This is an optimization exercise on Yosys and OpenROAD, whose aim is a short achievable clock period, not a production implementation.
The RTL was checked by simulation tests, not by an equivalence proof against the original design.
No run shown here takes its clock network from TritonCTS; it comes from the design's own scripts or RTL.
The clock input has no modelled driver; a real chip could not lean on it and would need a root buffer or a full tree.
Power figures rest on the tool's default switching activity, not on a simulated workload.

$ cat design/flow/config.mk
export PLATFORM = sky130hd
export DESIGN_NAME = rv_decode_top
export DESIGN_NICKNAME = rv_decode_top
export VERILOG_FILES = /design/flow/design.v
export SDC_FILE = /design/flow/constraint.sdc
export NUM_CORES = 4
export LEC_CHECK = 0
export ABC_CLOCK_PERIOD_IN_PS = 1500
export CAP_MARGIN = 20
export CORE_MARGIN = 2
export CORE_UTILIZATION = 38
export PLACE_DENSITY = 0.55
export SETUP_SLACK_MARGIN = 2.0
export SLEW_MARGIN = 20
$ cat design/flow/flow/io.tcl
# Forwarding datapath pins together on the top edge, bit by bit, with the
# write-back index in the middle.
set_io_pin_constraint -region top:* -group -order -pin_names {wb_data[0] out_op_a[0] out_op_b[0] out_store_data[0] wb_data[1] out_op_a[1] out_op_b[1] out_store_data[1] wb_data[2] out_op_a[2] out_op_b[2] out_store_data[2] wb_data[3] out_op_a[3] out_op_b[3] out_store_data[3] wb_data[4] out_op_a[4] out_op_b[4] out_store_data[4] wb_data[5] out_op_a[5] out_op_b[5] out_store_data[5] wb_data[6] out_op_a[6] out_op_b[6] out_store_data[6] wb_data[7] out_op_a[7] out_op_b[7] out_store_data[7] wb_data[8] out_op_a[8] out_op_b[8] out_store_data[8] wb_data[9] out_op_a[9] out_op_b[9] out_store_data[9] wb_data[10] out_op_a[10] out_op_b[10] out_store_data[10] wb_data[11] out_op_a[11] out_op_b[11] out_store_data[11] wb_data[12] out_op_a[12] out_op_b[12] out_store_data[12] wb_data[13] out_op_a[13] out_op_b[13] out_store_data[13] wb_data[14] out_op_a[14] out_op_b[14] out_store_data[14] wb_data[15] out_op_a[15] out_op_b[15] out_store_data[15] wb_en wb_rd[0] wb_rd[1] wb_rd[2] wb_rd[3] wb_rd[4] wb_data[16] out_op_a[16] out_op_b[16] out_store_data[16] wb_data[17] out_op_a[17] out_op_b[17] out_store_data[17] wb_data[18] out_op_a[18] out_op_b[18] out_store_data[18] wb_data[19] out_op_a[19] out_op_b[19] out_store_data[19] wb_data[20] out_op_a[20] out_op_b[20] out_store_data[20] wb_data[21] out_op_a[21] out_op_b[21] out_store_data[21] wb_data[22] out_op_a[22] out_op_b[22] out_store_data[22] wb_data[23] out_op_a[23] out_op_b[23] out_store_data[23] wb_data[24] out_op_a[24] out_op_b[24] out_store_data[24] wb_data[25] out_op_a[25] out_op_b[25] out_store_data[25] wb_data[26] out_op_a[26] out_op_b[26] out_store_data[26] wb_data[27] out_op_a[27] out_op_b[27] out_store_data[27] wb_data[28] out_op_a[28] out_op_b[28] out_store_data[28] wb_data[29] out_op_a[29] out_op_b[29] out_store_data[29] wb_data[30] out_op_a[30] out_op_b[30] out_store_data[30] wb_data[31] out_op_a[31] out_op_b[31] out_store_data[31]}
$ cat design/flow/standard.sh
#!/bin/bash
# synth_recipe.tcl (not shown) runs the flow's synth.tcl, then flattens the netlist and writes it again
# the make line also repeats each setting of config.mk as NAME=value (left out here)
make -C /OpenROAD-flow-scripts/flow DESIGN_CONFIG=/design/flow/config.mk WORK_HOME=/design/flow/orfs CLKGATE_MAP_FILE= SYNTH_SCRIPT=/design/flow/synth_recipe.tcl "${@:-finish}"
$ cat design/flow/constraint.sdc
create_clock -name core_clock -period 3.8 [get_ports {clk}]
set_input_delay 0.7600 -clock core_clock [delete_from_list [all_inputs] [get_ports {clk}]]
set_output_delay 0.7600 -clock core_clock [all_outputs]
set_load 0.01 [all_outputs]
$ cat design/flow/flow/run.sh
#!/bin/bash
# Standard ORFS layout, except that:
#  - the clock tree is built by flow/tree.tcl (a balanced two-level tree of
#    clock buffers, hooked in before the CTS step) instead of TritonCTS;
#  - flow/io.tcl groups the forwarding datapath pins on one edge.
# All of make's output goes to flow_make.log here.
set -euo pipefail
export PRE_CTS_TCL="$PWD/flow/tree.tcl"
export IO_CONSTRAINTS="$PWD/flow/io.tcl"
export CTREE_CLOCK_PORT=clk
export CTREE_LEAF_MAX=26
export CTREE_ROOTS=4
bash standard.sh finish > flow_make.log 2>&1
$ cat design/flow/flow/tree.tcl
# Manual clock tree, built before the CTS step: the flip-flops are split by
# recursive bisection of their locations into leaf clusters, each driven by a
# clock buffer at its centroid; the leaf buffers are split the same way into a
# few groups, each driven by a root clock buffer that the clock port feeds.
# Every flip-flop sees the same two buffer levels.

set ctree_leaf_max  [expr {[info exists ::env(CTREE_LEAF_MAX)] ? $::env(CTREE_LEAF_MAX) : 28}]
set ctree_roots     [expr {[info exists ::env(CTREE_ROOTS)] ? $::env(CTREE_ROOTS) : 4}]
set ctree_buf       [expr {[info exists ::env(CTREE_BUF)] ? $::env(CTREE_BUF) : "sky130_fd_sc_hd__clkbuf_16"}]

proc ctree_xy {iterm} {
  set bb [[$iterm getInst] getBBox]
  return [list [expr {([$bb xMin] + [$bb xMax]) / 2}] [expr {([$bb yMin] + [$bb yMax]) / 2}]]
}

# items: list of {x y payload}; returns a list of groups of at most maxn items.
proc ctree_bisect {items maxn} {
  set n [llength $items]
  if {$n <= $maxn} { return [list $items] }
  set xs [lsort -integer [lmap i $items {lindex $i 0}]]
  set ys [lsort -integer [lmap i $items {lindex $i 1}]]
  set dx [expr {[lindex $xs end] - [lindex $xs 0]}]
  set dy [expr {[lindex $ys end] - [lindex $ys 0]}]
  set k [expr {$dx >= $dy ? 0 : 1}]
  set sorted [lsort -integer -index $k $items]
  # Split into power-of-two-ish halves so the groups stay balanced.
  set half [expr {$n / 2}]
  return [concat [ctree_bisect [lrange $sorted 0 [expr {$half - 1}]] $maxn] \
                 [ctree_bisect [lrange $sorted $half end] $maxn]]
}

proc ctree_centroid {items} {
  set sx 0; set sy 0
  foreach i $items { set sx [expr {$sx + [lindex $i 0]}]; set sy [expr {$sy + [lindex $i 1]}] }
  set n [llength $items]
  return [list [expr {$sx / $n}] [expr {$sy / $n}]]
}

proc ctree_make_buf {block master name xy net_in} {
  set inst [odb::dbInst_create $block $master $name]
  set w [[$inst getMaster] getWidth]
  set h [[$inst getMaster] getHeight]
  $inst setLocation [expr {[lindex $xy 0] - $w / 2}] [expr {[lindex $xy 1] - $h / 2}]
  $inst setPlacementStatus PLACED
  set out [odb::dbNet_create $block "${name}_net"]
  $out setSigType CLOCK
  [$inst findITerm A] connect $net_in
  [$inst findITerm X] connect $out
  return [list $inst $out]
}

set block [ord::get_db_block]
set master [[ord::get_db] findMaster $ctree_buf]
set clk_net [[[$block findBTerm $::env(CTREE_CLOCK_PORT)] getNet] getName]
set clk_net [$block findNet $clk_net]

set sinks {}
foreach it [$clk_net getITerms] {
  lappend sinks [concat [ctree_xy $it] [list $it]]
}
puts "ctree: [llength $sinks] sinks on [$clk_net getName]"

set leaves [ctree_bisect $sinks $ctree_leaf_max]
puts "ctree: [llength $leaves] leaf clusters"
set leaf_items {}
set li 0
foreach grp $leaves {
  set xy [ctree_centroid $grp]
  # Temporarily on the clock net; moved under a root below.
  lassign [ctree_make_buf $block $master "ctree_leaf_$li" $xy $clk_net] inst net
  foreach s $grp {
    set it [lindex $s 2]
    $it disconnect
    $it connect $net
  }
  lappend leaf_items [concat $xy [list [$inst findITerm A]]]
  incr li
}

set per_root [expr {int(ceil(double([llength $leaf_items]) / $ctree_roots))}]
set groups [ctree_bisect $leaf_items $per_root]
puts "ctree: [llength $groups] root buffers"
set ri 0
foreach grp $groups {
  set xy [ctree_centroid $grp]
  lassign [ctree_make_buf $block $master "ctree_root_$ri" $xy $clk_net] inst net
  foreach s $grp {
    set it [lindex $s 2]
    $it disconnect
    $it connect $net
  }
  incr ri
}
$clk_net setSigType CLOCK

# The clock tree is in place: the CTS step's own synthesis is skipped.
proc clock_tree_synthesis {args} { puts "ctree: clock_tree_synthesis skipped (manual tree)" }
set_propagated_clock [all_clocks]
$ cat design/flow/design.v
package rv_decode_pkg;
	typedef logic [32-1:0] word_t;
	typedef logic [$clog2(32)-1:0] reg_idx_t;
	typedef logic [9:0] mod_t;  
	typedef struct packed {
		logic lui;
		logic auipc;
		logic jal;
		logic jalr;
		logic branch;
		logic load;
		logic store;
		logic arlog_imm;
		logic arlog;
		logic misc_mem;
		logic system;
	} inst_class_t;
	typedef struct packed {
		word_t pc;
		word_t inst;
	} fetch_pkt_t;
	typedef struct packed {
		word_t       pc;
		inst_class_t cls;
		logic        illegal;
		reg_idx_t    rd;
		reg_idx_t    rs1;
		reg_idx_t    rs2;
		mod_t        mod;
		word_t       imm;
	} decode_pkt_t;
	typedef struct packed {
		word_t       pc;
		inst_class_t cls;
		logic        illegal;
		reg_idx_t    rd;
		mod_t        mod;
		word_t       op_a;
		word_t       op_b;
		word_t       store_data;
	} issue_pkt_t;
endpackage
`timescale 1ns/1ps
module rv_decode_top
(
	input  logic        clk,
	input  logic        rst,
	input  logic        in_valid,
	input  logic [31:0] in_pc,
	input  logic [31:0] in_inst,
	input  logic        wb_en,
	input  logic [4:0]  wb_rd,
	input  logic [31:0] wb_data,
	output logic        out_valid,
	output logic [31:0] out_pc,
	output logic [10:0] out_cls,
	output logic        out_illegal,
	output logic [4:0]  out_rd,
	output logic [9:0]  out_mod,
	output logic [31:0] out_op_a,
	output logic [31:0] out_op_b,
	output logic [31:0] out_store_data
);
	logic        rst_w;
	logic [31:1] w_oh1;
	logic [31:0] w_data1;
	logic [31:0] w_data2;
	always_ff @(posedge clk) begin
		rst_w   <= rst;
		w_data1 <= wb_data;
		w_data2 <= w_data1;
		for (int i = 1; i < 32; i++) begin
			w_oh1[i] <= wb_en && !rst && (wb_rd == i[4:0]);
		end
	end
	logic [31:0] regs [1:31];
	always_ff @(posedge clk) begin
		for (int i = 1; i < 32; i++) begin
			if (rst_w) begin
				regs[i] <= '0;
			end else if (w_oh1[i]) begin
				regs[i] <= w_data1;
			end
		end
	end
	logic [4:0]  rs1_in;
	logic [4:0]  rs2_in;
	logic [6:0]  opcode;
	logic [2:0]  funct3;
	logic [6:0]  funct7;
	rv_decode_pkg::inst_class_t cls;
	logic [9:0]  mod;
	logic [31:0] imm;
	logic        use_imm;
	logic        use_pc;
	logic        use_r1;
	assign rs1_in = in_inst[19:15];
	assign rs2_in = in_inst[24:20];
	assign opcode = in_inst[6:0];
	assign funct3 = in_inst[14:12];
	assign funct7 = in_inst[31:25];
	always_comb begin
		cls = '0;
		case (opcode)
			7'b0110111:       cls.lui       = 1'b1;
			7'b0010111:     cls.auipc     = 1'b1;
			7'b1101111:       cls.jal       = 1'b1;
			7'b1100111:      cls.jalr      = 1'b1;
			7'b1100011:    cls.branch    = 1'b1;
			7'b0000011:      cls.load      = 1'b1;
			7'b0100011:     cls.store     = 1'b1;
			7'b0010011: cls.arlog_imm = 1'b1;
			7'b0110011:     cls.arlog     = 1'b1;
			7'b0001111:  cls.misc_mem  = 1'b1;
			7'b1110011:    cls.system    = 1'b1;
			default:        cls           = '0;
		endcase
	end
	always_comb begin
		mod      = '0;
		mod[2:0] = funct3;
		if (cls.arlog || (cls.arlog_imm && funct3[1:0] == 2'b01)) begin
			mod[9:3] = funct7;
		end
	end
	always_comb begin
		imm = '0;
		if (cls.lui || cls.auipc) begin
			imm = {in_inst[31:12], 12'b0};
		end else if (cls.jal) begin
			imm = {{12{in_inst[31]}}, in_inst[19:12], in_inst[20], in_inst[30:21], 1'b0};
		end else if (cls.jalr || cls.load || cls.arlog_imm) begin
			imm = {{20{in_inst[31]}}, in_inst[31:20]};
		end else if (cls.store) begin
			imm = {{20{in_inst[31]}}, in_inst[31:25], in_inst[11:7]};
		end
	end
	assign use_imm = cls.lui | cls.auipc | cls.jal | cls.jalr | cls.load
		| cls.store | cls.arlog_imm;
	assign use_pc  = cls.auipc | cls.jal;
	assign use_r1  = ~(cls.auipc | cls.jal | cls.lui);
	logic        v1;
	logic [31:0] pc1;
	rv_decode_pkg::inst_class_t cls1;
	logic        ill1;
	logic [4:0]  rd1;
	logic [9:0]  mod1;
	logic [31:0] imm1;
	logic [4:0]  rs1_1;
	logic [4:0]  rs2_1;
	logic [31:1] rs1_oh1;
	logic [31:1] rs2_oh1;
	logic        use_imm1;
	logic        use_pc1;
	logic        use_r1_1;
	always_ff @(posedge clk) begin
		if (rst) begin
			v1 <= 1'b0;
		end else begin
			v1 <= in_valid;
		end
	end
	always_ff @(posedge clk) begin
		pc1      <= in_pc;
		cls1     <= cls;
		ill1     <= ~|cls;
		rd1      <= in_inst[11:7];
		mod1     <= mod;
		imm1     <= imm;
		rs1_1    <= rs1_in;
		rs2_1    <= rs2_in;
		use_imm1 <= use_imm;
		use_pc1  <= use_pc;
		use_r1_1 <= use_r1;
		for (int i = 1; i < 32; i++) begin
			rs1_oh1[i] <= (rs1_in == i[4:0]);
			rs2_oh1[i] <= (rs2_in == i[4:0]);
		end
	end
	logic [31:0] rf1_lo;
	logic [31:0] rf1_hi;
	logic [31:0] rf2_lo;
	logic [31:0] rf2_hi;
	always_comb begin
		rf1_lo = '0;
		rf2_lo = '0;
		rf1_hi = '0;
		rf2_hi = '0;
		for (int i = 1; i < 16; i++) begin
			rf1_lo = rf1_lo | ({32{rs1_oh1[i]}} & regs[i]);
			rf2_lo = rf2_lo | ({32{rs2_oh1[i]}} & regs[i]);
		end
		for (int i = 16; i < 32; i++) begin
			rf1_hi = rf1_hi | ({32{rs1_oh1[i]}} & regs[i]);
			rf2_hi = rf2_hi | ({32{rs2_oh1[i]}} & regs[i]);
		end
	end
	logic hit1_c0;
	logic hit2_c0;
	logic hit1_c1;
	logic hit2_c1;
	assign hit1_c0 = |(w_oh1 & rs1_oh1);
	assign hit2_c0 = |(w_oh1 & rs2_oh1);
	assign hit1_c1 = wb_en && (wb_rd == rs1_1) && (rs1_1 != '0);
	assign hit2_c1 = wb_en && (wb_rd == rs2_1) && (rs2_1 != '0);
	logic        v2;
	logic [31:0] pc2;
	rv_decode_pkg::inst_class_t cls2;
	logic        ill2;
	logic [4:0]  rd2;
	logic [9:0]  mod2;
	logic [31:0] imm2;
	logic [4:0]  rs1_2;
	logic [4:0]  rs2_2;
	logic [31:0] rf1_lo2;
	logic [31:0] rf1_hi2;
	logic [31:0] rf2_lo2;
	logic [31:0] rf2_hi2;
	logic        a_pc2;
	logic        a_w2;
	logic        a_v2;
	logic        a_rf2;
	logic        b_imm2;
	logic        b_w2;
	logic        b_v2;
	logic        b_rf2;
	logic        s_w2;
	logic        s_v2;
	logic        s_rf2;
	logic        fa2;
	logic        fb2;
	always_ff @(posedge clk) begin
		if (rst) begin
			v2 <= 1'b0;
		end else begin
			v2 <= v1;
		end
	end
	always_ff @(posedge clk) begin
		pc2     <= pc1;
		cls2    <= cls1;
		ill2    <= ill1;
		rd2     <= rd1;
		mod2    <= mod1;
		imm2    <= imm1;
		rs1_2   <= rs1_1;
		rs2_2   <= rs2_1;
		rf1_lo2 <= rf1_lo;
		rf1_hi2 <= rf1_hi;
		rf2_lo2 <= rf2_lo;
		rf2_hi2 <= rf2_hi;
		a_pc2   <= use_pc1;
		a_w2    <= use_r1_1 && hit1_c1;
		a_v2    <= use_r1_1 && !hit1_c1 && hit1_c0;
		a_rf2   <= use_r1_1 && !hit1_c1 && !hit1_c0;
		b_imm2  <= use_imm1;
		b_w2    <= !use_imm1 && hit2_c1;
		b_v2    <= !use_imm1 && !hit2_c1 && hit2_c0;
		b_rf2   <= !use_imm1 && !hit2_c1 && !hit2_c0;
		s_w2    <= hit2_c1;
		s_v2    <= !hit2_c1 && hit2_c0;
		s_rf2   <= !hit2_c1 && !hit2_c0;
		fa2     <= use_r1_1;
		fb2     <= !use_imm1;
	end
	logic [31:0] a_sel;
	logic [31:0] b_sel;
	logic [31:0] s_sel;
	logic        hit1_c2;
	logic        hit2_c2;
	assign a_sel = ({32{a_pc2}} & pc2) | ({32{a_w2}} & w_data1)
		| ({32{a_v2}} & w_data2)
		| ({32{a_rf2}} & rf1_lo2) | ({32{a_rf2}} & rf1_hi2);
	assign b_sel = ({32{b_imm2}} & imm2) | ({32{b_w2}} & w_data1)
		| ({32{b_v2}} & w_data2)
		| ({32{b_rf2}} & rf2_lo2) | ({32{b_rf2}} & rf2_hi2);
	assign s_sel = ({32{s_w2}} & w_data1) | ({32{s_v2}} & w_data2)
		| ({32{s_rf2}} & rf2_lo2) | ({32{s_rf2}} & rf2_hi2);
	logic [31:0] wb_fwd;
	logic [31:0] a_fwd;
	logic [31:0] b_fwd;
	assign hit1_c2 = wb_en && (wb_rd == rs1_2);
	assign hit2_c2 = wb_en && (wb_rd == rs2_2);
	assign wb_fwd  = wb_data & {32{wb_rd != '0}};
	assign a_fwd   = fa2 ? wb_fwd : ({32{a_pc2}} & pc2);
	assign b_fwd   = fb2 ? wb_fwd : imm2;
	always_ff @(posedge clk) begin
		if (rst) begin
			out_valid <= 1'b0;
		end else begin
			out_valid <= v2;
		end
	end
	always_ff @(posedge clk) begin
		out_pc         <= pc2;
		out_cls        <= cls2;
		out_illegal    <= ill2;
		out_rd         <= rd2;
		out_mod        <= mod2;
		out_op_a       <= hit1_c2 ? a_fwd : a_sel;
		out_op_b       <= hit2_c2 ? b_fwd : b_sel;
		out_store_data <= hit2_c2 ? wb_fwd : s_sel;
	end
endmodule
==> results.sh, run 1 <==
export IMPL_status="complete, no violations"
export IMPL_totalWireLength_um=303000
export IMPL_drt_pass1_iter_count=13
export IMPL_critical_path_arrival_ps=2450
export IMPL_critPathLaunchType="flip-flop"
export IMPL_ff2ff_setup_slack_ps=1730
export IMPL_pre_cts_ws_ps=618
export IMPL_setup_violations=0
export IMPL_die_h_um=415
export IMPL_grtUsageTotal_pct=33.0
export IMPL_yosys_warnings=2
export IMPL_dieArea_sq_um=172000
export IMPL_grt_start_max_net_pins=141
export IMPL_fin_skew_ps=45.5
export IMPL_fillers=16000
export IMPL_insertion_delay_ps=560
export IMPL_grt_remaining_overflow=0
export IMPL_drive_above_1_share_pct=13.4
export IMPL_worst_hold_slack_ps=311
export IMPL_fin_nets=6434
export IMPL_final_common_cell="dfxtp_1"
export IMPL_cap_violations=0
export IMPL_rr_worst_depth=3
export IMPL_finalInstanceArea_sq_um=73200
export IMPL_timing_final_crit_share_pct=54.4
export IMPL_synth_largest_area_cell="dfxtp_1"
export IMPL_io_buffer_count=260
export IMPL_remaining_drc_errors=0
export IMPL_synth_simple_area_share_pct=11.5
export IMPL_pwr_share_seq_pct=63.7
export IMPL_clkPwrFrac_pct=30.8
export IMPL_critPathKind="flip-flop to flip-flop"
export IMPL_syn_num_nets=6456
export IMPL_grt_pass1_vias=51700
export IMPL_synth_area_leaders="dfxtp_1, mux2i_1, nor2_1"
export IMPL_slew_viol_final=0
export IMPL_clock_fmax_mhz=484
export IMPL_dpl_instance_area_sq_um=68800
export IMPL_postSynthCellCount=6351
export IMPL_path_max_fanout=2
export IMPL_placedCellCount=8313
export IMPL_postCtsHoldBufs=0
export IMPL_final_cells=8547
export IMPL_num_vias=55100
export IMPL_ios=261
export IMPL_routed_via_density=6.44
export IMPL_whs_path_depth=0
export IMPL_synth_area_sq_um=64300
export IMPL_fin_setup_tns_ps=0
export IMPL_endpoint_kind="flip-flop"
export IMPL_worst_pin_slew_ps=1360
export IMPL_rsz0062_at_grt="yes"
export IMPL_ir_drop_mv=0.397
export IMPL_ys_seq_area_share_pct=51.5
export IMPL_slew_headroom_pct=9.12
export IMPL_ys_ff_latch=1654
export IMPL_wire_per_inst_um=35.5
export IMPL_synth_xor_area_share_pct=0.272
export IMPL_finalPower_mw=28.0
export IMPL_p_sw_mw=6.84
export IMPL_dp_hpwl_um=180000
export IMPL_synth_adder_area_share_pct=0
export IMPL_finalWorstSetupSlack_ps=1730
export IMPL_coreArea_sq_um=168000
export IMPL_ant_nets=0
export IMPL_final_util_pct=43.7
export IMPL_place_gp_congestion=0.943
export IMPL_synthMuxAreaShare_pct=16.9
export IMPL_synth_top_family_by_area="multiplexers"
export IMPL_area_growth_pct=13.8
export IMPL_syn_area_per_cell_sq_um=10.1
export IMPL_p_int_mw=21.2
export IMPL_drt_initial_drc_count=8877
export IMPL_worst_hold_path_type="flip-flop to flip-flop"
export IMPL_start_util_pct=38.4
export IMPL_p_leak_nw=24.8
export IMPL_comb_power_share_pct=5.6
export IMPL_p_per_area_nw_per_um2=383
export IMPL_die_x_um=415
export IMPL_sw_frac_of_total_pct=24.4
export IMPL_cts_reportedPaths_clkPinSlew_ps=110
export IMPL_grt_pass1_wl_um=411000
export IMPL_ys_types=48
export IMPL_layout_common_cells="dfxtp_1, nor2_1, mux2i_1, a22o_1, a221oi_1"
export IMPL_cp_required_ps=4190
export IMPL_hold_viol=0
export IMPL_synth_compound_area_share_pct=15.7
export IMPL_yosysTopAreaCellShare_pct=51.5
export IMPL_fin_crit_ps=2070
export IMPL_core_rowCount=150
export IMPL_antenna_found_initial=19
what timing repair did:
action | in CTS | in global routing
endpoints found under the setup margin | 870 | 477
buffers inserted | 68 | 52
cloned | 22 | 3
gates resized for setup | 1025 | 110
pin swaps | 38 | 45
critical path, stage by stage (launching register included):
cell	delay [ps]
dfxtp_2	360
or2_4	280
a222oi_1	1070
mux2i_1	160
cells in the mapped netlist, drive strengths merged:
master      n
nand3b      7
or3         9
o21bai      1
a21o       12
and2       10
o41ai       1
or2        36
nand4bb     1
nand2     167
xnor2       8
nand3       8
o21ai      40
nor3b       1
clkbuf    621
a211oi      2
o32ai       1
a21oi       8
a31oi      64
mux2i    1088
and4       33
nand2b     17
nor2b      42
nor2     1113
nor3       23
xor2       12
a21boi     31
a211o       1
and3b       2
nor4        7
dfxtp    1654
a22oi     286
nand4     133
or3b        1
a22o      325
a221oi    322
a222oi    126
inv         7
nand4b      1
buf        61
o21a        2
and3       66
or4         1
final timing paths:
check,startpoint,endpoint
setup / recovery,rf2_hi2[9],out_store_data[9]
hold reg to reg,imm1[5],imm2[5]
setup reg to reg,rf2_hi2[9],out_store_data[9]
hold / removal,imm1[5],imm2[5]
cell families after synthesis:
family                 Yosys count
AND/OR/NAND/NOR               1678
buffers and inverters          689
multiplexers                  1088
XOR/XNOR                        20
AO/OA/AOI/OAI                 1222
flip-flops                    1654
layer usage:
metal / GRT usage (%) / vias up / share of wire, %
li1: - / 23100 / -
met1: 40.8 / 27100 / 37
met2: 49.6 / 3841 / 42
met3: 8.41 / 1021 / 11
met4: 24.6 / 14 / 9.2
met5: 0 / - / 0.031
state kept, by name (all words and copies together), names as in the netlist, 11 cells and up:
signal and cells:
imm1 32, pc1 32, regs 992, out_op_a 32, rf1_hi2 32, imm2 32
out_cls 11, out_op_b 32, out_store_data 32, w_data1 32, rs2_oh1 31, pc2 32
w_data2 32, cls2 11, out_pc 32, rf1_lo2 32, rs1_oh1 31, rf2_hi2 32
w_oh1 31, cls1 11, rf2_lo2 32
layout make-up:
cell class | count | area (sq um) | share of cell area [%]
Sequential cell | 1654 | 33700 | 46.0
Multi-Input combinational cell | 4022 | 29100 | 39.8
Timing Repair Buffer | 576 | 5850 | 7.99
Tap cell | 2204 | 2760 | 3.77
Buffer | 68 | 1700 | 2.33
Antenna cell | 16 | 40.0 | 0.0547
Inverter | 7 | 26.3 | 0.0359
power groups by stage:
stage	Combinational (mW)	Clock [mW]	Sequential, mW
after floorplan	0.727	0	18.1
after global placement	1.34	0	18.3
after detailed placement	1.34	0	18.3
after CTS	1.43	8.70	17.8
after global routing	1.59	9.25	17.8
final	1.56	8.62	17.8
==> run 2: changes to the inputs <==
--- a/design/flow/design.v
+++ b/design/flow/design.v
@@ -150,6 +150,8 @@
 	logic [4:0]  rs2_1;
 	logic [31:1] rs1_oh1;
 	logic [31:1] rs2_oh1;
+	logic [31:1] rs1_ohn1;
+	logic [31:1] rs2_ohn1;
 	logic        use_imm1;
 	logic        use_pc1;
 	logic        use_r1_1;
@@ -173,8 +175,10 @@
 		use_pc1  <= use_pc;
 		use_r1_1 <= use_r1;
 		for (int i = 1; i < 32; i++) begin
-			rs1_oh1[i] <= (rs1_in == i[4:0]);
-			rs2_oh1[i] <= (rs2_in == i[4:0]);
+			rs1_oh1[i]  <= (rs1_in == i[4:0]);
+			rs2_oh1[i]  <= (rs2_in == i[4:0]);
+			rs1_ohn1[i] <= (rs1_in != i[4:0]);
+			rs2_ohn1[i] <= (rs2_in != i[4:0]);
 		end
 	end
 	logic [31:0] rf1_lo;
@@ -187,12 +191,16 @@
 		rf1_hi = '0;
 		rf2_hi = '0;
 		for (int i = 1; i < 16; i++) begin
-			rf1_lo = rf1_lo | ({32{rs1_oh1[i]}} & regs[i]);
-			rf2_lo = rf2_lo | ({32{rs2_oh1[i]}} & regs[i]);
+			rf1_lo[15:0]  = rf1_lo[15:0]  | ({16{rs1_oh1[i]}}   & regs[i][15:0]);
+			rf1_lo[31:16] = rf1_lo[31:16] | ({16{~rs1_ohn1[i]}} & regs[i][31:16]);
+			rf2_lo[15:0]  = rf2_lo[15:0]  | ({16{rs2_oh1[i]}}   & regs[i][15:0]);
+			rf2_lo[31:16] = rf2_lo[31:16] | ({16{~rs2_ohn1[i]}} & regs[i][31:16]);
 		end
 		for (int i = 16; i < 32; i++) begin
-			rf1_hi = rf1_hi | ({32{rs1_oh1[i]}} & regs[i]);
-			rf2_hi = rf2_hi | ({32{rs2_oh1[i]}} & regs[i]);
+			rf1_hi[15:0]  = rf1_hi[15:0]  | ({16{rs1_oh1[i]}}   & regs[i][15:0]);
+			rf1_hi[31:16] = rf1_hi[31:16] | ({16{~rs1_ohn1[i]}} & regs[i][31:16]);
+			rf2_hi[15:0]  = rf2_hi[15:0]  | ({16{rs2_oh1[i]}}   & regs[i][15:0]);
+			rf2_hi[31:16] = rf2_hi[31:16] | ({16{~rs2_ohn1[i]}} & regs[i][31:16]);
 		end
 	end
 	logic hit1_c0;
@@ -277,13 +285,9 @@
 	assign s_sel = ({32{s_w2}} & w_data1) | ({32{s_v2}} & w_data2)
 		| ({32{s_rf2}} & rf2_lo2) | ({32{s_rf2}} & rf2_hi2);
 	logic [31:0] wb_fwd;
-	logic [31:0] a_fwd;
-	logic [31:0] b_fwd;
 	assign hit1_c2 = wb_en && (wb_rd == rs1_2);
 	assign hit2_c2 = wb_en && (wb_rd == rs2_2);
 	assign wb_fwd  = wb_data & {32{wb_rd != '0}};
-	assign a_fwd   = fa2 ? wb_fwd : ({32{a_pc2}} & pc2);
-	assign b_fwd   = fb2 ? wb_fwd : imm2;
 	always_ff @(posedge clk) begin
 		if (rst) begin
 			out_valid <= 1'b0;
@@ -297,8 +301,8 @@
 		out_illegal    <= ill2;
 		out_rd         <= rd2;
 		out_mod        <= mod2;
-		out_op_a       <= hit1_c2 ? a_fwd : a_sel;
-		out_op_b       <= hit2_c2 ? b_fwd : b_sel;
+		out_op_a       <= (fa2 && hit1_c2) ? wb_fwd : a_sel;
+		out_op_b       <= (fb2 && hit2_c2) ? wb_fwd : b_sel;
 		out_store_data <= hit2_c2 ? wb_fwd : s_sel;
 	end
 endmodule
==> results.sh, run 2 <==
export IMPL_critical_path_arrival_ps=1140
export IMPL_totalWireLength_um=290000
export IMPL_worst_pin_slew_ps=1240
export IMPL_drt_pass1_iter_count=11
export IMPL_wire_per_inst_um=33.0
export IMPL_ir_drop_mv=0.571
export IMPL_fin_crit_ps=1900
export IMPL_synth_area_sq_um=65500
export IMPL_slew_headroom_pct=17.2
export IMPL_ys_top_cells_by_count="dfxtp_1, mux2i_1, nor2_1"
export IMPL_cp_top_family="flip-flops"
export IMPL_placedCellCount=8522
export IMPL_place_gp_congestion=0.979
export IMPL_p_leak_nw=27.0
export IMPL_grt_pass1_wl_um=398000
export IMPL_routed_via_density=6.23
export IMPL_yosysMostFrequentCell="dfxtp_1"
export IMPL_grt_remaining_overflow=0
export IMPL_synth_largest_area_cell="dfxtp_1"
export IMPL_ios=261
export IMPL_worst_hold_path_type="flip-flop to flip-flop"
export IMPL_rsz0062_at_grt="yes"
export IMPL_largest_register_ffs=992
export IMPL_ys_types=54
export IMPL_drive_above_1_share_pct=15.0
export IMPL_cts_reportedPaths_clkPinSlew_ps=70
export IMPL_timing_final_crit_share_pct=49.9
export IMPL_num_vias=54800
export IMPL_top_register="regs"
export IMPL_remaining_drc_errors=0
export IMPL_final_common_cell="dfxtp_1"
export IMPL_yosysTopAreaCellShare_pct=52.4
export IMPL_syn_area_per_cell_sq_um=10.3
export IMPL_grt_start_max_net_pins=131
export IMPL_synth_edf_count=0
export IMPL_status="complete, no violations"
export IMPL_grt_pass1_vias=51400
export IMPL_insertion_delay_ps=680
export IMPL_setup_violations=0
export IMPL_critPathLaunchType="flip-flop"
export IMPL_path_cells="buf_6"
export IMPL_grtUsageTotal_pct=31.5
export IMPL_dieArea_sq_um=176000
export IMPL_path_max_fanout=1
export IMPL_synth_area_leaders="dfxtp_1, mux2i_1, nor2_1"
export IMPL_cp_slowest_stage_delay_ps=400
export IMPL_yosys_warnings=2
export IMPL_dp_hpwl_um=181000
export IMPL_coreArea_sq_um=172000
export IMPL_syn_num_nets=6497
export IMPL_core_rowCount=152
export IMPL_die_x_um=419
export IMPL_fin_setup_tns_ps=0
export IMPL_fin_skew_ps=59.0
export IMPL_ys_ff_latch=1716
export IMPL_die_h_um=419
export IMPL_postSynth_asyncResetShare_pct=0
export IMPL_start_util_pct=38.2
export IMPL_critPathKind="flip-flop to output port"
export IMPL_cp_required_ps=3040
export IMPL_antenna_found_initial=22
export IMPL_endpoint_kind="output port"
export IMPL_final_cells=8801
export IMPL_clock_fmax_mhz=527
export IMPL_hold_viol=0
export IMPL_ys_flop_type="dfxtp_1"
export IMPL_cap_violations=0
export IMPL_io_buffer_count=260
export IMPL_crit_slowest_cell="dfxtp_4"
export IMPL_layout_common_cells="dfxtp_1, mux2i_1, nor2_1, a22o_1, a221oi_1"
export IMPL_critical_path_buf_inv_count=1
export IMPL_fin_nets=6584
export IMPL_ant_nets=0
export IMPL_p_per_area_nw_per_um2=417
export IMPL_drt_initial_drc_count=8299
export IMPL_slew_viol_final=0
export IMPL_postSynthCellCount=6392
export IMPL_area_growth_pct=15.7
export IMPL_ys_seq_area_share_pct=52.4
export IMPL_postCtsHoldBufs=0
[run 2: cell types whose count changed after synthesis, sizes merged, moves of 36 or more]
| cell | change |
|---|---|
| dfxtp | +62 |
| a22o | +84 |
| clkbuf | -49 |
| nand3 | +51 |
| inv | +154 |
| a22oi | -116 |
| and2 | +36 |
| nor2 | -68 |
[run 2: power by group]
group	switching (mW)	total [mW]	internal, mW
registers	0.282	18.5	18.2
clock network	6.04	11.5	5.46
logic	1.11	1.62	0.510
[run 2: repair_timing]
| item | CTS | global route |
|---|---|---|
| resized for setup | 989 | 167 |
| endpoints found under the hold margin | 0 | 0 |
| setup endpoints to repair | 740 | 375 |
| buffers inserted | 109 | 28 |
| cloned | 5 | 2 |
| pin swaps | 7 | 24 |
[run 2: stage by stage]
stage               utilization, %  setup slack, ps  hold slack [ps]  power (mW)  cell area, sq um
global placement              40.9              526              310        20.4             70200
global route                  44.2             1890              329        32.4             75800
detailed placement            40.9              500              312        20.4             70200
floorplan                        -             1600              310        19.5             65600
finish                        44.2             1900              325        31.6             75800
CTS                           43.7             1910              324        31.6             74900
[run 2: layout make-up]
type | instances | area (sq um)
flip-flops and latches | 1716 | 34700
plain buffers | 120 | 3000
repair buffers | 599 | 5950
multi-input cells | 3881 | 28500
well taps | 2310 | 2890
inverters | 161 | 766
diodes | 14 | 35.0
fillers | 16200 | 95700
[run 2: worst paths after layout]
path,from,end,slack (ps),depth (start not counted)
setup / recovery,out_store_data[16],out_store_data[16],1900,1
hold / removal,pc1[18],pc2[18],320,0
setup reg to reg,rs1_oh1[31],a_rf2,1940,4
hold reg to reg,pc1[18],pc2[18],320,0
[run 2: kinds of logic after synthesis]
logic type / Yosys count / synth area share, %
AOI/OAI and AO/OA: 1282 / 16.1
and+or+nand+nor: 1522 / 10.3
muxes: 1056 / 16.1
DFF: 1716 / 52.4
buffers and inverters: 796 / 4.75
xor gates and xnor gates: 20 / 0.267
[run 2: routing by layer]
metal	routed length (um)	GRT usage, %
met1	112000	40.5
met2	121000	46.5
met3	34700	8.84
met4	22500	19.5
met5	63	0
==> run 3: changes to the inputs <==
--- a/design/flow/flow/tree.tcl
+++ b/design/flow/flow/tree.tcl
@@ -13,20 +13,21 @@
   return [list [expr {([$bb xMin] + [$bb xMax]) / 2}] [expr {([$bb yMin] + [$bb yMax]) / 2}]]
 }
 
-# items: list of {x y payload}; returns a list of groups of at most maxn items.
-proc ctree_bisect {items maxn} {
+# items: list of {x y payload}; returns k groups of near-equal size, split
+# recursively along the longer side of their bounding box.
+proc ctree_split {items k} {
   set n [llength $items]
-  if {$n <= $maxn} { return [list $items] }
+  if {$k <= 1 || $n <= 1} { return [list $items] }
   set xs [lsort -integer [lmap i $items {lindex $i 0}]]
   set ys [lsort -integer [lmap i $items {lindex $i 1}]]
   set dx [expr {[lindex $xs end] - [lindex $xs 0]}]
   set dy [expr {[lindex $ys end] - [lindex $ys 0]}]
-  set k [expr {$dx >= $dy ? 0 : 1}]
-  set sorted [lsort -integer -index $k $items]
-  # Split into power-of-two-ish halves so the groups stay balanced.
-  set half [expr {$n / 2}]
-  return [concat [ctree_bisect [lrange $sorted 0 [expr {$half - 1}]] $maxn] \
-                 [ctree_bisect [lrange $sorted $half end] $maxn]]
+  set axis [expr {$dx >= $dy ? 0 : 1}]
+  set sorted [lsort -integer -index $axis $items]
+  set k1 [expr {$k / 2}]
+  set n1 [expr {int(round(double($n) * $k1 / $k))}]
+  return [concat [ctree_split [lrange $sorted 0 [expr {$n1 - 1}]] $k1] \
+                 [ctree_split [lrange $sorted $n1 end] [expr {$k - $k1}]]]
 }
 
 proc ctree_centroid {items} {
@@ -60,7 +61,7 @@
 }
 puts "ctree: [llength $sinks] sinks on [$clk_net getName]"
 
-set leaves [ctree_bisect $sinks $ctree_leaf_max]
+set leaves [ctree_split $sinks [expr {int(ceil(double([llength $sinks]) / $ctree_leaf_max))}]]
 puts "ctree: [llength $leaves] leaf clusters"
 set leaf_items {}
 set li 0
@@ -77,8 +78,7 @@
   incr li
 }
 
-set per_root [expr {int(ceil(double([llength $leaf_items]) / $ctree_roots))}]
-set groups [ctree_bisect $leaf_items $per_root]
+set groups [ctree_split $leaf_items $ctree_roots]
 puts "ctree: [llength $groups] root buffers"
 set ri 0
 foreach grp $groups {
==> results.sh, run 3 <==
export IMPL_status="complete, no violations"
export IMPL_ir_drop_mv=0.374
export IMPL_worstHoldStart="pc1[12]"
export IMPL_coreArea_sq_um=172000
export IMPL_grt_start_max_net_pins=131
export IMPL_fin_crit_ps=1940
export IMPL_totalWireLength_um=290000
export IMPL_postSynth_asyncResetShare_pct=0
export IMPL_fin_nets=6559
export IMPL_syn_num_nets=6497
export IMPL_whs_path_depth=0
export IMPL_path_cells="clkinvlp_4 -> buf_4 -> buf_12 -> buf_4 -> a22o_1 -> a221oi_1 -> nand4_1"
export IMPL_pre_cts_ws_ps=500
export IMPL_dieArea_sq_um=176000
export IMPL_ant_nets=0
export IMPL_fillers=16400
export IMPL_drt_pass1_iter_count=10
export IMPL_synth_area_leaders="dfxtp_1, mux2i_1, nor2_1"
export IMPL_crit_path_frequent_cell="buf_4"
export IMPL_yosysMostFrequentCell="dfxtp_1"
export IMPL_critPathLaunchType="flip-flop"
export IMPL_setup_violations=0
export IMPL_antenna_found_initial=27
export IMPL_grtUsageTotal_pct=31.4
export IMPL_postCtsHoldBufs=0
export IMPL_path_max_fanout=8
export IMPL_slew_headroom_pct=15.9
export IMPL_worst_pin_slew_ps=1260
export IMPL_slew_viol_final=0
export IMPL_remaining_drc_errors=0
export IMPL_die_h_um=419
export IMPL_yosys_warnings=2
export IMPL_num_vias=54900
export IMPL_finalWorstSetupSlack_ps=1860
export IMPL_postSynthCellCount=6392
export IMPL_critical_path_arrival_ps=2290
export IMPL_cts_reportedPaths_clkPinSlew_ps=100
export IMPL_top_register="regs"
export IMPL_largest_register_ffs=992
export IMPL_fin_setup_tns_ps=0
export IMPL_clock_fmax_mhz=515
export IMPL_core_rowCount=152
export IMPL_synth_compound_area_share_pct=16.1
export IMPL_multi_input_area_sq_um=28500
export IMPL_final_common_cell="dfxtp_1"
export IMPL_ys_flop_type="dfxtp_1"
export IMPL_p_leak_nw=26.5
export IMPL_yosysTopAreaCellShare_pct=52.4
export IMPL_synth_simple_area_share_pct=10.3
export IMPL_area_growth_pct=13.3
export IMPL_crit_slowest_cell="dfxtp_4"
export IMPL_cp_slowest_stage_delay_ps=400
export IMPL_drive_above_1_share_pct=14.3
export IMPL_grt_remaining_overflow=0
export IMPL_rr_startpoint="rs2_ohn1[22]"
export IMPL_grt_pass1_wl_um=397000
export IMPL_ys_types=54
export IMPL_start_util_pct=38.2
export IMPL_layout_common_cells="dfxtp_1, mux2i_1, nor2_1, a22o_1, a221oi_1"
export IMPL_worst_hold_path_type="flip-flop to flip-flop"
export IMPL_synth_top_family_by_area="multiplexers"
export IMPL_ys_ff_latch=1716
export IMPL_insertion_delay_ps=570
export IMPL_p_per_area_nw_per_um2=390
export IMPL_critPathKind="flip-flop to flip-flop"
export IMPL_synthMuxAreaShare_pct=16.1
export IMPL_rr_worst_depth=7
export IMPL_wire_per_inst_um=33.0
export IMPL_cap_violations=0
export IMPL_io_buffer_count=260
export IMPL_synth_largest_area_cell="dfxtp_1"
export IMPL_ys_top_cells_by_count="dfxtp_1, mux2i_1, nor2_1"
export IMPL_endpoint_kind="flip-flop"
export IMPL_critical_path_buf_inv_count=4
export IMPL_fin_skew_ps=52.4
export IMPL_seqCellArea_sq_um=34700
export IMPL_cp_depth=7
export IMPL_critPathLaunch="rs2_ohn1[22]"
export IMPL_synth_xor_area_share_pct=0.267
export IMPL_synth_edf_count=0
export IMPL_syn_area_per_cell_sq_um=10.3
export IMPL_synth_adder_area_share_pct=0
export IMPL_drt_initial_drc_count=8319
export IMPL_ios=261
export IMPL_timing_final_crit_share_pct=51.1
export IMPL_place_gp_congestion=0.979
export IMPL_ys_seq_area_share_pct=52.4
export IMPL_cp_top_family="buffers and inverters"
export IMPL_cp_required_ps=4150
export IMPL_dp_hpwl_um=181000
export IMPL_rsz0062_at_grt="yes"
export IMPL_die_x_um=419
export IMPL_synth_area_sq_um=65500
export IMPL_hold_viol=0
export IMPL_grt_pass1_vias=50800
export IMPL_finalPower_mw=28.9
export IMPL_routed_via_density=6.26
-- run 3: path summary, 6_finish.rpt --
| kind | end | slack [ps] |
|---|---|---|
| worst min register to register | pc2[12] | 330 |
| worst min-delay path | pc2[12] | 330 |
| worst max-delay path | rf2_hi2[29] | 1860 |
| worst max register to register | rf2_hi2[29] | 1860 |
-- run 3: per-stage QoR --
step	area (sq um)	hold slack [ps]	std cells	utilization, %
floorplan	65600	310	6392	-
global placement	70200	310	8522	40.9
detailed placement	70200	312	8522	40.9
CTS	73300	333	8710	42.7
global route	74200	338	8764	43.3
finish	74200	329	8774	43.3
-- run 3: layer usage --
metal / GRT usage, % / up-vias / wire [um]
met1: 40.5 / 26800 / 112000
met2: 46.7 / 3935 / 121000
li1: - / 23200 / -
met5: 0 / - / 21
met3: 8.91 / 937 / 35900
met4: 18.5 / 4 / 21000
-- run 3: where the power goes --
| group | leakage, nW | internal [mW] | switching [mW] |
|---|---|---|---|
| Combinational | 11.6 | 0.478 | 1.11 |
| Clock | 0.863 | 3.28 | 5.60 |
| Sequential | 14.0 | 18.2 | 0.270 |
| Total | 26.5 | 22.0 | 6.97 |
-- run 3: worst register-to-register path: stages (launching register included) --
cell	delay, ps
dfxtp_4	400
clkinvlp_4	170
buf_4	180
buf_12	140
buf_4	150
a22o_1	230
a221oi_1	220
nand4_1	250
-- run 3: kinds of logic (layout without fill, tap and decap cells) --
| logic type | Yosys count | count (layout) |
|---|---|---|
| DFF | 1716 | 1716 |
| and+or+nand+nor | 1522 | 1523 |
| AOI/OAI and AO/OA | 1282 | 1282 |
| muxes | 1056 | 1056 |
| buffers and inverters | 796 | 855 |
| xor gates and xnor gates | 20 | 20 |
| other | 0 | 12 |
-- run 3: final cells by class --
cell class	instances	area share (%)
multi-input combinational	3881	38.4
sequential	1716	46.7
inverter	161	1.04
tap	2310	3.89
antenna	12	0.0404
buffer	70	2.36
timing repair buffer	624	7.63
-- run 3: what timing repair did --
item / CTS / global route
setup buffers: 112 / 49
resized for setup: 920 / 131
pin swaps: 13 / 26
gates cloned: 6 / 1
setup endpoints to repair: 800 / 165
==> run 4: changes to the inputs <==
--- a/design/flow/flow/run.sh
+++ b/design/flow/flow/run.sh
@@ -8,6 +8,6 @@
 export PRE_CTS_TCL="$PWD/flow/tree.tcl"
 export IO_CONSTRAINTS="$PWD/flow/io.tcl"
 export CTREE_CLOCK_PORT=clk
-export CTREE_LEAF_MAX=26
+export CTREE_LEAF_MAX=20
 export CTREE_ROOTS=4
 bash standard.sh finish > flow_make.log 2>&1
==> results.sh, run 4 <==
export IMPL_status="complete, no violations"
export IMPL_cp_slowest_stage_delay_ps=820
export IMPL_antenna_found_initial=17
export IMPL_drive_above_1_share_pct=14.6
export IMPL_critPathLaunchType="input pin"
export IMPL_wire_per_inst_um=33.1
export IMPL_use_met2_pct=46.9
export IMPL_postCtsHoldBufs=0
export IMPL_ir_drop_mv=0.451
export IMPL_endpoint_kind="flip-flop"
export IMPL_cts_reportedPaths_clkPinSlew_ps=90
export IMPL_critPathKind="input pin to flip-flop"
export IMPL_globalRouteMet3Util_pct=8.73
export IMPL_grt_start_max_net_pins=131
export IMPL_num_vias=55000
export IMPL_clkPwrFrac_pct=33.1
export IMPL_path_max_fanout=8
export IMPL_start_util_pct=38.2
export IMPL_drt_initial_drc_count=8144
export IMPL_dp_hpwl_um=181000
export IMPL_finalWorstSetupSlack_ps=1940
export IMPL_rr_startpoint="rs1_oh1[25]"
export IMPL_syn_area_per_cell_sq_um=10.3
export IMPL_synth_area_leaders="dfxtp_1, mux2i_1, nor2_1"
export IMPL_layout_common_cells="dfxtp_1, mux2i_1, nor2_1, a22o_1, a221oi_1"
export IMPL_pwr_share_seq_pct=61.5
export IMPL_sw_frac_of_total_pct=23.9
export IMPL_grt_remaining_overflow=0
export IMPL_final_common_cell="dfxtp_1"
export IMPL_dieArea_sq_um=176000
export IMPL_timing_final_crit_share_pct=48.9
export IMPL_drt_pass1_iter_count=11
export IMPL_yosysMostFrequentCell="dfxtp_1"
export IMPL_critical_path_arrival_ps=2270
export IMPL_worstHoldStart="cls2[8]"
export IMPL_grt_pass1_wl_um=399000
export IMPL_remaining_drc_errors=0
export IMPL_pre_cts_ws_ps=500
export IMPL_totalWireLength_um=291000
export IMPL_p_per_area_nw_per_um2=400
export IMPL_coreArea_sq_um=172000
export IMPL_hold_viol=0
export IMPL_insertion_delay_ps=610
export IMPL_grt_pass1_vias=51100
export IMPL_critical_path_buf_inv_count=1
export IMPL_slew_viol_final=0
export IMPL_p_leak_nw=26.7
export IMPL_grt_util_met1_pct=40.6
export IMPL_io_buffer_count=260
export IMPL_p_sw_mw=7.20
export IMPL_p_int_mw=22.9
export IMPL_synth_area_sq_um=65500
export IMPL_core_rowCount=152
export IMPL_r2r_end="rf1_hi2[9]"
export IMPL_fin_nets=6574
export IMPL_ys_types=54
export IMPL_setup_violations=0
export IMPL_cap_violations=0
export IMPL_worst_pin_slew_ps=1210
export IMPL_routed_via_density=6.25
export IMPL_top_register="regs"
export IMPL_ios=261
export IMPL_cp_top_family="buffers and inverters"
export IMPL_rsz0062_at_grt="yes"
export IMPL_syn_num_nets=6497
export IMPL_grt_busiest_layer="met2"
export IMPL_slew_headroom_pct=19.1
export IMPL_place_gp_congestion=0.979
export IMPL_clock_fmax_mhz=538
export IMPL_path_cells="clkdlybuf4s50_1 -> nor2b_2 -> nand3_1"
export IMPL_die_h_um=419
export IMPL_ff2ff_setup_slack_ps=1940
export IMPL_ant_nets=0
export IMPL_postSynth_asyncResetShare_pct=0
export IMPL_crit_slowest_cell="clkdlybuf4s50_1"
export IMPL_yosys_warnings=2
export IMPL_postSynthCellCount=6392
export IMPL_grtUsageTotal_pct=31.6
export IMPL_comb_power_share_pct=5.4
export IMPL_worst_hold_slack_ps=322
export IMPL_synth_largest_area_cell="dfxtp_1"
export IMPL_ys_ff_latch=1716
export IMPL_ys_top_cells_by_count="dfxtp_1, mux2i_1, nor2_1"
export IMPL_area_growth_pct=14.7
export IMPL_rr_worst_depth=4
export IMPL_fin_skew_ps=60.3
export IMPL_yosysTopAreaCellShare_pct=52.4
export IMPL_ys_seq_area_share_pct=52.4
export IMPL_whs_path_depth=0
export IMPL_die_x_um=419
export IMPL_fin_setup_tns_ps=0
export IMPL_fin_crit_ps=1860
export IMPL_whs_endpoint="out_cls[8]"
export IMPL_synth_edf_count=0
export IMPL_cp_required_ps=4210
export IMPL_ys_flop_type="dfxtp_1"
export IMPL_largest_register_ffs=992
export IMPL_worst_hold_path_type="flip-flop to flip-flop"
-- run 4: cell counts after synthesis --
Identical to the previous run, type by type.
-- run 4: stage by stage --
stage | total power, mW | area [sq um] | std cells | utilization [%]
after floorplan | 19.5 | 65600 | 6392 | -
after global placement | 20.4 | 70200 | 8522 | 40.9
after detailed placement | 20.4 | 70200 | 8522 | 40.9
after CTS | 30.1 | 74300 | 8743 | 43.3
after global routing | 30.8 | 75100 | 8781 | 43.8
final | 30.0 | 75100 | 8789 | 43.8
-- run 4: final cells by class --
cell class / count / area [sq um]
buffer: 90 / 2250
timing repair buffer: 619 / 6030
sequential: 1716 / 34700
multi-input combinational: 3881 / 28500
antenna: 12 / 30.0
inverter: 161 / 773
fill: 16300 / 96400
tap: 2310 / 2890
-- run 4: repair_timing --
| action | 4_1_cts | 5_1_grt |
|---|---|---|
| setup endpoints to repair | 766 | 257 |
| cloned | 6 | 1 |
| setup buffers | 125 | 32 |
| pin swaps | 13 | 22 |
| gates resized for setup | 982 | 131 |
-- run 4: power by group through the flow --
stage / clock (mW) / sequential, mW / combinational, mW
after floorplan: 0 / 18.7 / 0.743
after global placement: 0 / 18.9 / 1.46
after detailed placement: 0 / 18.9 / 1.46
after CTS: 10.1 / 18.5 / 1.53
after global routing: 10.7 / 18.5 / 1.65
final: 9.95 / 18.5 / 1.62
-- run 4: how the worst max path moves through the flow --
stage / slack (ps) / start / depth (start not counted) / to
6_report: 1940 / in_inst[17] / 3 / rs1_ohn1[22]
5_1_grt: 1900 / rs2_ohn1[22] / 5 / rf2_hi2[20]
4_1_cts: 1960 / rs2_ohn1[27] / 5 / rf2_hi2[17]
3_5_place_dp: 500 / wb_rd[2] / 5 / out_op_b[31]
3_3_place_gp: 530 / wb_rd[2] / 5 / out_op_b[2]
2_1_floorplan: 1600 / wb_rd[3] / 8 / out_op_b[0]
-- run 4: cell families after synthesis --
logic type	Yosys count	synth area share, %
AO/OA/AOI/OAI	1282	16.1
XOR/XNOR	20	0.267
buffers and inverters	796	4.75
flip-flops	1716	52.4
multiplexers	1056	16.1
AND/OR/NAND/NOR	1522	10.3
-- run 4: layer usage --
| metal | vias to the layer above | part of all wire [%] |
|---|---|---|
| met5 | - | 0.012 |
| met4 | 4 | 7.3 |
| li1 | 23200 | - |
| met2 | 3813 | 42 |
| met3 | 923 | 12 |
| met1 | 27000 | 39 |

## what the ideal ports hide
Ports are ideal in the flow. The routed layouts listed here were re-timed in OpenROAD. Step 1 sets driving cells, clkbuf_16 on the clock port and buf_2 on the other inputs (assumed; they add their load-dependent delay and slew). Step 2, shift: input delay + t, output delay - t, t = (earliest + latest rising clock arrival at the registers) / 2. This alone moves slack from input paths to output paths. Three values: no drivers, after step 1, after step 2; two values: the first two.
run	t (ns)	setup slack, ns	cell pins on the clock port's net
run 1	0.727	1.733 / 1.684 / 1.245	4
run 2	0.825	1.903 / 1.726 / 1.287	4
run 3	0.717	1.858 / 1.819 / 1.376	4
run 4	0.756	1.941 / 1.782 / 1.324	4
After both steps setup and hold are still met in every run listed. The setup slack of run 4, which loses most, moves by -0.159 ns with the drivers and by -0.617 ns with both steps.
